From an optimization exercise on the open Yosys and OpenROAD flow, aimed at small area and a short achievable clock period; shortcuts taken in it are not production practice.
The RTL was checked by simulation tests, not by an equivalence proof against the original design.
No activity file was given, so power comes from the tool's default toggle rates. The flow treats the clock pin as an ideal source, which a real chip does not have.

Setup of v6:
// stride_prefetcher
module stride_prefetcher #(
    parameter int unsigned TABLE_ENTRIES = 8,
    parameter int unsigned FIFO_DEPTH    = 8,
    parameter int unsigned MAX_CREDITS   = 2
) (
    input  logic                       clk_i,
    input  logic                       rst_ni,
    input  logic                       snoop_valid_i,
    input  logic [pf_pkg::ADDR_W-1:0]  snoop_addr_i,
    input  logic                       cfg_valid_i,
    input  logic [pf_pkg::COUNT_W-1:0] cfg_nblocks_i,
    output logic                       req_valid_o,
    output logic [pf_pkg::ADDR_W-1:0]  req_addr_o,
    input  logic                       credit_i
);
    logic [pf_pkg::COUNT_W-1:0] nblocks_q;
    logic [pf_pkg::COUNT_W-1:0] nblocks_d1_q;
    logic               push;
    logic [pf_pkg::ADDR_W-1:0]  push_base;
    pf_pkg::stride_t            push_stride;
    logic [pf_pkg::COUNT_W-1:0] push_nblocks;
    logic               head_valid;
    logic [pf_pkg::ADDR_W-1:0]  head_base;
    pf_pkg::stride_t            head_stride;
    logic [pf_pkg::COUNT_W-1:0] head_nblocks;
    logic               pop;
    always_ff @(posedge clk_i or negedge rst_ni) begin
        if (!rst_ni) begin
            nblocks_q <= pf_pkg::COUNT_W'(pf_pkg::NBLOCKS_RESET);
        end else if (cfg_valid_i) begin
            nblocks_q <= cfg_nblocks_i;
        end
    end
    always_ff @(posedge clk_i) begin
        nblocks_d1_q <= nblocks_q;
    end
    stride_table #(
        .TABLE_ENTRIES (TABLE_ENTRIES)
    ) u_table (
        .clk_i          (clk_i),
        .rst_ni         (rst_ni),
        .snoop_valid_i  (snoop_valid_i),
        .snoop_addr_i   (snoop_addr_i),
        .nblocks_i      (nblocks_d1_q),
        .push_o         (push),
        .desc_base_o    (push_base),
        .desc_stride_o  (push_stride),
        .desc_nblocks_o (push_nblocks)
    );
    desc_fifo #(
        .FIFO_DEPTH (FIFO_DEPTH)
    ) u_fifo (
        .clk_i     (clk_i),
        .rst_ni    (rst_ni),
        .push_i    (push),
        .base_i    (push_base),
        .stride_i  (push_stride),
        .nblocks_i (push_nblocks),
        .valid_o   (head_valid),
        .base_o    (head_base),
        .stride_o  (head_stride),
        .nblocks_o (head_nblocks),
        .pop_i     (pop)
    );
    prefetch_engine #(
  ...
For scale: roughly 2,200 cells after synthesis, ~910 flip-flops.
export LEC_CHECK = 0
export CAP_MARGIN = 20
export CORE_MARGIN = 2
export CORE_UTILIZATION = 40
export CTS_BUF_LIST = sky130_fd_sc_hd__clkbuf_4 sky130_fd_sc_hd__clkbuf_8
export CTS_CLUSTER_SIZE = 20
export SETUP_SLACK_MARGIN = 5
export SLEW_MARGIN = 20
create_clock -name core_clock -period 9.0 [get_ports {clk_i}]
run.sh (not shown) runs the stock make flow with config.mk's settings and CLKGATE_MAP_FILE= SYNTH_SCRIPT=/design/flow/synth_recipe.tcl, a recipe that flattens the netlist after the stock synthesis.
diff inputs: v6 => v7
Settings: removing CTS_BUF_LIST (formerly sky130_fd_sc_hd__clkbuf_4 sky130_fd_sc_hd__clkbuf_8); removing CTS_CLUSTER_SIZE (formerly 20); removing SETUP_SLACK_MARGIN (formerly 5).
==> flow/flow/run.sh (new file) <==
#!/bin/bash
set -o pipefail
cp standard.sh standard_sh.log.txt 2>/dev/null
cat config.mk > config_mk.log.txt
export SETUP_SLACK_MARGIN=${MARGIN:-6}
bash standard.sh > standard.log 2>&1
==> flow/standard.sh (new file) <==
#!/bin/bash
# synth_recipe.tcl (not shown) runs the flow's synth.tcl, then flattens the netlist and writes it again
# the make line also repeats each setting of config.mk as NAME=value (left out here)
make -C /OpenROAD-flow-scripts/flow DESIGN_CONFIG=/design/flow/config.mk WORK_HOME=/design/flow/orfs CLKGATE_MAP_FILE= SYNTH_SCRIPT=/design/flow/synth_recipe.tcl "${@:-finish}"
removed: flow/run.sh
Compared to v6, v7 has clock power 12% higher. The higher endpoint required time on the critical path came out of v6. | ratio of final minimum period to clock period | v7 vs v6 | 1.3 points lower |. Re area enclosed by the die boundary: no difference whatsoever between v7 and v6.

* * *

stride_prefetcher, a different RTL version from the one above (not shown whole).
Size: roughly 2200 cells after synthesis, ~910 flip-flops, ~78 I/O pins.
## stride_prefetcher
module stride_prefetcher #(
    parameter int unsigned TABLE_ENTRIES = 8,
    parameter int unsigned FIFO_DEPTH    = 8,
    parameter int unsigned MAX_CREDITS   = 2
) (
    input  logic                       clk_i,
    input  logic                       rst_ni,
    input  logic                       snoop_valid_i,
    input  logic [pf_pkg::ADDR_W-1:0]  snoop_addr_i,
    input  logic                       cfg_valid_i,
    input  logic [pf_pkg::COUNT_W-1:0] cfg_nblocks_i,
    output logic                       req_valid_o,
    output logic [pf_pkg::ADDR_W-1:0]  req_addr_o,
    input  logic                       credit_i
);
clock: 9.0 ns
lec_check: 0
cap_margin: 20
core_margin: 2
core_utilization: 40
setup_slack_margin: 5
slew_margin: 20
standard.sh (not shown) runs the stock make flow with config.mk's settings and CLKGATE_MAP_FILE= SYNTH_SCRIPT=/design/flow/synth_recipe.tcl, a recipe that flattens the netlist after the stock synthesis.
==> flow/flow/run.sh <==
#!/bin/bash
# Standard layout; clock tree built without dummy loads. Each tool's output is in the
# ORFS logs under orfs/logs and in standard.log here.
set -o pipefail
export CTS_ARGS="-sink_clustering_enable -repair_clock_nets -dont_use_dummy_load"
bash standard.sh > standard.log 2>&1
==> next run, changes <==
==> flow/flow/run.sh (replaced) <==
#!/bin/bash
# Standard layout; clock tree with larger sink clusters and without dummy loads. Each
# tool's output is in the ORFS logs under orfs/logs and in standard.log here.
set -o pipefail
export CTS_ARGS="-sink_clustering_enable -repair_clock_nets -dont_use_dummy_load -sink_clustering_size 30 -sink_clustering_max_diameter 150"
bash standard.sh > standard.log 2>&1
CORE_UTILIZATION = 55   (was 40)
The new run finished clean.
Maximum frequency went down by 1.4%.
Non-clock buffer count goes up by 25.
Cell area drops by 3.3%.
==> next run, changes <==
CORE_UTILIZATION = 70   (was 55)
The changed run finished with timing, DRC and antenna clean.
Clock skew goes down by 25 ps.
Non-clock buffer count goes down by 28.
Hold slack improved by 7.8 ps.
Final area goes down slightly.
Routed wire length goes down by a few percent.
Setup slack got worse by 4.1 ps.
Cell count goes down by a few percent.
Sequential share of layout area goes up by 1.1 points.
==> next run, changes <==
--- a/flow/flow/run.sh
+++ b/flow/flow/run.sh
@@ -5 +5 @@
-export CTS_ARGS="-sink_clustering_enable -repair_clock_nets -dont_use_dummy_load -sink_clustering_size 30 -sink_clustering_max_diameter 150"
+export CTS_ARGS="-sink_clustering_enable -repair_clock_nets -dont_use_dummy_load -sink_clustering_size 24 -sink_clustering_max_diameter 150"
CORE_UTILIZATION = 40   (was 70)
Effect:
- power rose by a few percent
- clock power grows by roughly a tenth
- maximum frequency stays flat
- hold slack is about the same
- via count drops by a few percent
- cell count came out higher by about a fifth
- setup slack stays flat
- cell area climbs slightly
- non-clock buffer count fell by 8
- synthesized cell count is unchanged
==> next run, changes <==
--- a/flow/flow/run.sh
+++ b/flow/flow/run.sh
@@ -5 +5 @@
-export CTS_ARGS="-sink_clustering_enable -repair_clock_nets -dont_use_dummy_load -sink_clustering_size 24 -sink_clustering_max_diameter 150"
+export CTS_ARGS="-sink_clustering_enable -repair_clock_nets -dont_use_dummy_load -sink_clustering_size 30 -sink_clustering_max_diameter 150"
Result:
- register-to-register slack improved by 60 ps
- total power goes down by about 2%
- design area goes down by 0.40%
==> next run, changes <==
==> flow/flow/run.sh (replaced) <==
#!/bin/bash
# Standard layout; clock tree of clkbuf_8 leaves under a clkbuf_16 root, without dummy
# loads. Each tool's output is in the ORFS logs under orfs/logs and in standard.log here.
set -o pipefail
export CTS_ARGS="-sink_clustering_enable -repair_clock_nets -dont_use_dummy_load -root_buf sky130_fd_sc_hd__clkbuf_16 -buf_list sky130_fd_sc_hd__clkbuf_8 -sink_clustering_size 16 -sink_clustering_max_diameter 100"
bash standard.sh > standard.log 2>&1
Result: The changed run ran to the end with no violations. Global-route usage came out higher by 0.21 points. Die area stays the same. Setup slack improves by 7.6 ps. Non-clock buffer count climbs by 4. Final area climbs slightly.

[re-timing with driven ports]
No port has a modelled driver above. Below, the same layouts with a new extraction and two added sets of constraints.
Step 1 (the two cells are an assumption about what drives the block):
set clk [get_ports {clk_i}]
set_driving_cell -lib_cell sky130_fd_sc_hd__clkbuf_16 $clk
set_driving_cell -lib_cell sky130_fd_sc_hd__buf_2 [delete_from_list [all_inputs] $clk]
Step 2 also shifts input and output timing later by t, the mid clock arrival at the registers, as if the neighbouring blocks saw the same clock.
a / b / c = ideal / step 1 / step 2; a / b = the first two.
run	t (ns)	setup slack, ns	worst data-port slew with drivers (ns)
v6	0.825	5.122 / 5.122 / 4.521	0.05
v7	0.702	5.241 / 5.241 / 5.241	0.05
the first run of note 2	0.676	5.129 / 5.129 / 4.619	0.04
the second run of note 2	0.629	5.073 / 5.073 / 4.491	0.04
the third run of note 2	0.641	5.069 / 5.069 / 4.537	0.04
the fourth run of note 2	0.655	5.070 / 5.070 / 4.469	0.04
the fifth run of note 2	0.630	5.079 / 5.122 / 4.492	0.04
the sixth run of note 2	0.643	5.087 / 5.123 / 4.487	0.04
After both steps every run listed still meets setup and hold.
